Background: an optimization exercise with open tools, aiming at small area, a short achievable clock period and few clock cycles per item. Do not read the settings as production practice.

==> 11-21: inputs <==
==> flow/design.v <==
`timescale 1ns / 1ps
module audio_peak_level_meter (
  input  logic        clk,
  input  logic        rst,
  input  logic        cfg_write,
  input  logic [1:0]  cfg_index,
  input  logic [5:0]  cfg_data,
  input  logic        in_valid,
  output logic        in_stall,
  input  logic [7:0]  data_byte,
  input  logic        buffer_end,
  output logic        out_valid,
  input  logic        out_stall,
  output logic [17:0] level_q16,
  output logic [31:0] peak_value
);
  logic [1:0]  szc;
  logic [1:0]  kind;
  logic [2:0]  chl;
  logic        cap;
  logic [1:0]  bpos;
  logic [2:0]  cpos;
  logic [31:0] mag;
  logic        p_sd;    
  logic        p_fd;    
  logic        p_be;    
  logic [31:0] run;
  logic [31:0] bpk;
  logic        bz;
  logic [17:0] lvl;     
  logic        lp;      
  logic        cv_fmt;  
  logic        cv_sh;   
  logic [4:0]  cnt;
  logic        stall;
  logic        accept;
  logic        track;
  logic        fl;
  logic        sample_done;
  logic        frame_done;
  logic [31:0] raw;
  logic [31:0] mag_in;
  logic [31:0] run_upd;
  logic [31:0] peak;
  logic [17:0] level;
  always_ff @(posedge clk) begin
    if (rst) begin
      szc  <= 2'd2;
      kind <= 2'd0;
      chl  <= 3'd1;
      cap  <= 1'b0;
    end else if (cfg_write) begin
      case (cfg_index)
        2'd0: szc <= (cfg_data == 6'd8)  ? 2'd1 :
                     (cfg_data == 6'd16) ? 2'd2 :
                     (cfg_data == 6'd32) ? 2'd3 : 2'd0;
        2'd1: kind <= cfg_data[1:0];
        2'd2: chl <= (cfg_data[3:0] == 4'd0) ? 3'd0 :
                     cfg_data[3] ? 3'd7 : 3'(cfg_data[2:0] - 3'd1);
        default: cap <= cfg_data[0];
      endcase
    end
  end
  assign stall    = (cv_fmt || cv_sh || lp || out_valid) && (p_fd || p_be);
  assign in_stall = stall;
  assign accept   = in_valid && !stall;
  assign track    = cap && (szc != 2'd0);
  assign fl       = (kind == 2'd2) && (szc == 2'd3);
  assign sample_done = (szc == 2'd1) || (szc == 2'd2 && bpos[0]) || (bpos == 2'd3);
  assign frame_done  = (cpos == chl);
  function automatic logic [31:0] cond_neg(input logic [31:0] x,
                                           input logic [1:0] sz,
                                           input logic s);
    logic [31:0] low;   
    logic [31:0] r;
    low = x;
    for (int w = 1; w < 32; w = w * 2)
      for (int i = 0; i < 32; i++)
        if ((i / w) % 2 == 1) low[i] = low[i] | low[(i / w) * w - 1];
    low = {low[30:0], 1'b0};
    for (int i = 0; i < 32; i++) begin
      if (i < 8 || (i < 16 && sz != 2'd1) || sz == 2'd3)
        r[i] = x[i] ^ (s & low[i]);
      else
        r[i] = 1'b0;
    end
    r[8]  = r[8]  | (sz == 2'd1 && s && x[6:0] == 7'd0);
    r[16] = r[16] | (sz == 2'd2 && s && x[14:0] == 15'd0);
    cond_neg = r;
  endfunction
  always_comb begin
    case (szc)
      2'd1:    raw = {24'd0, data_byte};
      2'd2:    raw = {16'd0, data_byte, mag[7:0]};
      default: raw = {data_byte, mag[23:0]};
    endcase
    if (fl)
      mag_in = (raw[30:23] == 8'hff && raw[22:0] != 23'd0) ? 32'd0 : {1'b0, raw[30:0]};
    else if (kind[1])
      mag_in = 32'd0;
    else
      mag_in = cond_neg(raw, szc, kind == 2'd0 && data_byte[7]);
  end
  logic [31:0] mag_d;
  always_comb begin
    mag_d = {mag[31:24],
             (bpos == 2'd2) ? data_byte : mag[23:16],
             (bpos == 2'd1) ? data_byte : mag[15:8],
             (bpos == 2'd0) ? data_byte : mag[7:0]};
    if (sample_done) mag_d = mag_in;
  end
  always_ff @(posedge clk) begin
    if (accept) mag <= mag_d;
  end
  always_ff @(posedge clk) begin
    if (rst) begin
      bpos <= 2'd0;
      cpos <= 3'd0;
      p_sd <= 1'b0;
      p_fd <= 1'b0;
      p_be <= 1'b0;
    end else if (!stall) begin
      p_sd <= accept && track && sample_done;
      p_fd <= accept && track && sample_done && frame_done;
      p_be <= accept && buffer_end;
      if (accept) begin
        if (buffer_end || szc == 2'd0) begin
          bpos <= 2'd0;
          cpos <= 3'd0;
        end else if (sample_done) begin
          bpos <= 2'd0;
          cpos <= frame_done ? 3'd0 : cpos + 3'd1;
        end else begin
          bpos <= bpos + 2'd1;
        end
      end
    end
  end
  always_comb begin
    run_upd = (mag > run) ? mag : run;
    peak    = p_fd ? run_upd : (bz ? 32'd0 : bpk);
  end
  always_ff @(posedge clk) begin
    if (rst) begin
      run       <= 32'd0;
      bz        <= 1'b1;
      out_valid <= 1'b0;
      lvl       <= 18'd0;
      lp        <= 1'b0;
      cv_fmt    <= 1'b0;
      cv_sh     <= 1'b0;
    end else begin
      if (!stall) begin
        if (p_be) begin
          run    <= 32'd0;
          bz     <= 1'b1;
          lp     <= !(fl && track);
          cv_fmt <= fl && track;
        end else begin
          if (p_sd) run <= run_upd;
          if (p_fd) bz <= 1'b0;
        end
      end
      if (out_valid && !out_stall) out_valid <= 1'b0;
      if (cv_fmt) begin
        cv_fmt <= 1'b0;
        cv_sh  <= 1'b1;
      end
      if (cv_sh && cnt == 5'd0) begin
        cv_sh <= 1'b0;
        lp    <= 1'b1;
      end
      if (lp) begin
        lp        <= 1'b0;
        out_valid <= 1'b1;
        if (track) lvl <= level;
      end
    end
  end
  always_ff @(posedge clk) begin
    if (cv_fmt) begin
      bpk <= bpk[30] ? 32'hffff_ffff :
             (bpk[29:28] == 2'b11) ? {1'b1, bpk[22:0], 8'd0} : 32'd0;
      cnt <= (!bpk[30] && bpk[29:28] == 2'b11) ? ~bpk[27:23] : 5'd0;
    end else if (cv_sh) begin
      if (cnt != 5'd0) begin
        bpk <= {1'b0, bpk[31:1]};
        cnt <= cnt - 5'd1;
      end
    end else if (!stall) begin
      if (p_be) bpk <= peak;
      else if (p_fd) bpk <= run_upd;
    end
  end
  function automatic logic [17:0] level_of(input logic [31:0] p,
                                           input logic [1:0] sz,
                                           input logic uns);
    logic        c7, c8, c15, c16, c31, c32;
    logic        z;     
    logic        sat;
    logic [15:0] q;
    c7  = (sz == 2'd1) && !uns;
    c8  = (sz == 2'd1) && uns;
    c15 = (sz == 2'd2) && !uns;
    c16 = (sz == 2'd2) && uns;
    c31 = (sz == 2'd3) && !uns;
    c32 = (sz == 2'd3) && uns;
    z = (c7 & (&p[6:0])) | (c8 & (&p[7:0])) | (c15 & (&p[14:0])) |
        (c16 & (&p[15:0])) | (c31 & (&p[30:0])) | (c32 & (&p[31:0]));
    sat = (c7 & p[8]) | (c15 & p[16]) | (c31 & p[31] & p[0]);
    q = ({16{c7}}  & {p[6:0], p[6:0], p[6:5]}) |
        ({16{c8}}  & {p[7:0], p[7:0]}) |
        ({16{c15}} & {p[14:0], p[14]}) |
        ({16{c16}} & p[15:0]) |
        ({16{c31}} & p[30:15]) |
        ({16{c32}} & p[31:16]);
    level_of = {sat, ~sat & (z | (c31 & p[31])), {16{~sat & ~z}} & q};
  endfunction
  assign level      = level_of(bpk, szc, kind == 2'd1);
  assign level_q16  = lvl;
  assign peak_value = bpk;
endmodule
==> flow/run.sh <==
#!/bin/bash
# synth_recipe.tcl (not shown) runs the flow's synth.tcl, then flattens the netlist and writes it again
# the make line also repeats each setting of config.mk as NAME=value (left out here)
make -C /OpenROAD-flow-scripts/flow DESIGN_CONFIG=/design/flow/config.mk WORK_HOME=/design/flow/orfs CLKGATE_MAP_FILE= SYNTH_SCRIPT=/design/flow/synth_recipe.tcl finish
==> flow/config.mk <==
export PLATFORM = sky130hd
export DESIGN_NAME = audio_peak_level_meter
export DESIGN_NICKNAME = audio_peak_level_meter
export VERILOG_FILES = /design/flow/design.v
export SDC_FILE = /design/flow/constraint.sdc
export NUM_CORES = 4
export LEC_CHECK = 0
export CAP_MARGIN = 20
export CORE_MARGIN = 2
export CORE_UTILIZATION = 40
export CTS_BUF_LIST = sky130_fd_sc_hd__clkbuf_8
export CTS_CLUSTER_SIZE = 30
export SETUP_SLACK_MARGIN = 5
export SLEW_MARGIN = 20
==> flow/constraint.sdc <==
create_clock -name core_clock -period 9.0 [get_ports {clk}]
set_input_delay 1.8000 -clock core_clock [delete_from_list [all_inputs] [get_ports {clk}]]
set_output_delay 1.8000 -clock core_clock [all_outputs]
set_load 0.01 [all_outputs]
==> 02-06: changes against 11-21 <==
==> flow/design.v, changed modules only <==
module audio_peak_level_meter (
  input  logic        clk,
  input  logic        rst,
  input  logic        cfg_write,
  input  logic [1:0]  cfg_index,
  input  logic [5:0]  cfg_data,
  input  logic        in_valid,
  output logic        in_stall,
  input  logic [7:0]  data_byte,
  input  logic        buffer_end,
  output logic        out_valid,
  input  logic        out_stall,
  output logic [17:0] level_q16,
  output logic [31:0] peak_value
);
  logic [1:0]  szc;
  logic [1:0]  kind;
  logic [2:0]  chl;
  logic        cap;
  logic [1:0]  bpos;
  logic [2:0]  cpos;
  logic [31:0] sh;
  logic        p_sd;    
  logic        p_fd;    
  logic        p_be;    
  logic [31:0] run;
  logic [31:0] bpk;
  logic        bz;
  logic        act;     
  logic [17:0] held;    
  logic        cv_fmt;  
  logic        cv_sh;   
  logic [4:0]  cnt;
  logic        stall;
  logic        accept;
  logic        track;
  logic        fl;
  logic        sample_done;
  logic        frame_done;
  logic [31:0] mag;
  logic        gt;
  logic [31:0] run_upd;
  logic [31:0] peak;
  logic [17:0] level;
  always_ff @(posedge clk) begin
    if (rst) begin
      szc  <= 2'd2;
      kind <= 2'd0;
      chl  <= 3'd1;
      cap  <= 1'b0;
    end else if (cfg_write) begin
      case (cfg_index)
        2'd0: szc <= (cfg_data == 6'd8)  ? 2'd1 :
                     (cfg_data == 6'd16) ? 2'd2 :
                     (cfg_data == 6'd32) ? 2'd3 : 2'd0;
        2'd1: kind <= cfg_data[1:0];
        2'd2: chl <= (cfg_data[3:0] == 4'd0) ? 3'd0 :
                     cfg_data[3] ? 3'd7 : 3'(cfg_data[2:0] - 3'd1);
        default: cap <= cfg_data[0];
      endcase
    end
  end
  assign stall    = (out_valid && out_stall) || ((cv_fmt || cv_sh) && (p_fd || p_be));
  assign in_stall = stall;
  assign accept   = in_valid && !stall;
  assign track    = cap && (szc != 2'd0);
  assign fl       = (kind == 2'd2) && (szc == 2'd3);
  assign sample_done = (szc == 2'd1) || (szc == 2'd2 && bpos[0]) || (bpos == 2'd3);
  assign frame_done  = (cpos == chl);
  always_ff @(posedge clk) begin
    if (accept) begin
      case (bpos)
        2'd0: sh[7:0]   <= data_byte;
        2'd1: sh[15:8]  <= data_byte;
        2'd2: sh[23:16] <= data_byte;
        default: sh[31:24] <= data_byte;
      endcase
    end
  end
  always_ff @(posedge clk) begin
    if (rst) begin
      bpos <= 2'd0;
      cpos <= 3'd0;
      p_sd <= 1'b0;
      p_fd <= 1'b0;
      p_be <= 1'b0;
    end else if (!stall) begin
      p_sd <= accept && track && sample_done;
      p_fd <= accept && track && sample_done && frame_done;
      p_be <= accept && buffer_end;
      if (accept) begin
        if (buffer_end || szc == 2'd0) begin
          bpos <= 2'd0;
          cpos <= 3'd0;
        end else if (sample_done) begin
          bpos <= 2'd0;
          cpos <= frame_done ? 3'd0 : cpos + 3'd1;
        end else begin
          bpos <= bpos + 2'd1;
        end
      end
    end
  end
  function automatic logic [31:0] cond_neg(input logic [31:0] x,
                                           input logic [1:0] sz,
                                           input logic s);
    logic [31:0] low;   
    logic [31:0] r;
    low = x;
    for (int w = 1; w < 32; w = w * 2)
      for (int i = 0; i < 32; i++)
        if ((i / w) % 2 == 1) low[i] = low[i] | low[(i / w) * w - 1];
    low = {low[30:0], 1'b0};
    for (int i = 0; i < 32; i++) begin
      if (i < 8 || (i < 16 && sz != 2'd1) || sz == 2'd3)
        r[i] = x[i] ^ (s & low[i]);
      else
        r[i] = 1'b0;
    end
    r[8]  = r[8]  | (sz == 2'd1 && s && x[6:0] == 7'd0);
    r[16] = r[16] | (sz == 2'd2 && s && x[14:0] == 15'd0);
    cond_neg = r;
  endfunction
  function automatic logic greater(input logic [31:0] a, input logic [31:0] b);
    logic [31:0] g;
    logic [31:0] e;
    g = a & ~b;
    e = ~(a ^ b);
    for (int w = 1; w < 32; w = w * 2) begin
      for (int i = 0; i < 32; i = i + 2 * w) begin
        g[i] = g[i + w] | (e[i + w] & g[i]);
        e[i] = e[i + w] & e[i];
      end
    end
    greater = g[0];
  endfunction
  always_comb begin
    if (fl)
      mag = (sh[30:23] == 8'hff && sh[22:0] != 23'd0) ? 32'd0 : {1'b0, sh[30:0]};
    else if (kind[1])
      mag = 32'd0;
    else
      mag = cond_neg(sh, szc, kind == 2'd0 &&
                     ((szc == 2'd1) ? sh[7] : (szc == 2'd2) ? sh[15] : sh[31]));
    gt      = greater(mag, run);
    run_upd = gt ? mag : run;
    peak    = p_fd ? run_upd : (bz ? 32'd0 : bpk);
  end
  always_ff @(posedge clk) begin
    if (rst) begin
      run       <= 32'd0;
      bz        <= 1'b1;
      out_valid <= 1'b0;
      held      <= 18'd0;
      cv_fmt    <= 1'b0;
      cv_sh     <= 1'b0;
    end else begin
      if (!stall) begin
        if (out_valid && act) held <= level;
        if (p_be) begin
          run       <= 32'd0;
          bz        <= 1'b1;
          out_valid <= !(fl && track);
          cv_fmt    <= fl && track;
        end else begin
          out_valid <= 1'b0;
          if (p_sd) run <= run_upd;
          if (p_fd) bz <= 1'b0;
        end
      end
      if (cv_fmt) begin
        cv_fmt <= 1'b0;
        cv_sh  <= 1'b1;
      end
      if (cv_sh && cnt == 5'd0) begin
        cv_sh     <= 1'b0;
        out_valid <= 1'b1;
      end
    end
  end
  always_ff @(posedge clk) begin
    if (cv_fmt) begin
      bpk <= bpk[30] ? 32'hffff_ffff :
             (bpk[29:28] == 2'b11) ? {1'b1, bpk[22:0], 8'd0} : 32'd0;
      cnt <= (!bpk[30] && bpk[29:28] == 2'b11) ? ~bpk[27:23] : 5'd0;
    end else if (cv_sh) begin
      if (cnt != 5'd0) begin
        bpk <= {1'b0, bpk[31:1]};
        cnt <= cnt - 5'd1;
      end
    end else if (!stall) begin
      if (p_be) begin
        bpk <= peak;
        act <= track;
      end else if (p_fd) begin
        bpk <= run_upd;
      end
    end
  end
  function automatic logic [17:0] level_of(input logic [31:0] p,
                                           input logic [1:0] sz,
                                           input logic uns);
    logic        z;     
    logic        one;   
    logic        sat;
    logic [15:0] q;
    case ({sz, uns})
      3'b010: begin z = &p[6:0];  sat = p[8];  q = {p[6:0], p[6:0], p[6:5]}; end
      3'b011: begin z = &p[7:0];  sat = 1'b0;  q = {p[7:0], p[7:0]}; end
      3'b100: begin z = &p[14:0]; sat = p[16]; q = {p[14:0], p[14]}; end
      3'b101: begin z = &p[15:0]; sat = 1'b0;  q = p[15:0]; end
      3'b110: begin z = &p[30:0]; sat = p[31] & p[0]; q = p[30:15]; end
      default: begin z = &p[31:0]; sat = 1'b0; q = p[31:16]; end
    endcase
    one = z | (sz == 2'd3 && !uns && p[31]);
    if (sat) level_of = 18'h20000;
    else level_of = {1'b0, one, z ? 16'd0 : q};
  endfunction
  assign level      = level_of(bpk, szc, kind == 2'd1);
  assign level_q16  = act ? level : held;
  assign peak_value = bpk;
endmodule
--- a/flow/config.mk
+++ b/flow/config.mk
@@ -8,7 +8,5 @@
 export CAP_MARGIN = 20
 export CORE_MARGIN = 2
 export CORE_UTILIZATION = 40
-export CTS_BUF_LIST = sky130_fd_sc_hd__clkbuf_8
-export CTS_CLUSTER_SIZE = 30
 export SETUP_SLACK_MARGIN = 5
 export SLEW_MARGIN = 20
==> notes <==
02-06 finished with timing, DRC and antenna clean. 11-21 passed the timing, design-rule and antenna checks. Between 02-06 and 11-21, the lower count of clock-buffer cells in the layout is in 11-21 (gap 3). Against 11-21, the final cell count of 02-06 is lower by 5.5%. Core utilization: 11-21 is lower than 02-06 (15 points). Register-to-register slack: 02-06 is worse than 11-21 (0.60 ns). Of 02-06 and 11-21, 02-06 has the higher routed wire length (gap about 9%, measured against 11-21). Against 02-06, the non-clock buffer count of 11-21 is lower by 140. Critical path depth: 11-21 is lower than 02-06 (2). Against 11-21, the global-route usage of 02-06 is higher by 2.3 points. Between 02-06 and 11-21, the lower area after synthesis is in 02-06 (gap 7.3%, measured against 11-21).
No functional check of the RTL was part of any run of this note.

==> afterwards: timing with drivers on the ports <==
The flow's constraints put no driver on any port. The routed layouts listed below were extracted and timed again, unchanged, in two steps.
Step 1, drivers: a clkbuf_16 drives clk and a buf_2 each remaining input, both assumed.
Step 2, shift: input delay + t, output delay - t, t = (earliest + latest rising clock arrival at the registers) / 2. This alone moves slack from input paths to output paths.
a / b / c = no drivers / after step 1 / after step 2; a / b = the first two.
run	t, ns	setup slack, ns	worst register clock-pin slew, ns	worst slew at a driven data input, ns
11-21	0.505	5.073 / 5.040 / 4.591	0.10 / 0.10	0.04
02-06	0.478	4.481 / 4.435 / 4.623	0.07 / 0.07	0.04
After both steps every run listed still meets setup and hold. For 11-21, which loses most, drivers alone change the setup slack by -0.033 ns; drivers and shift together by -0.482 ns.
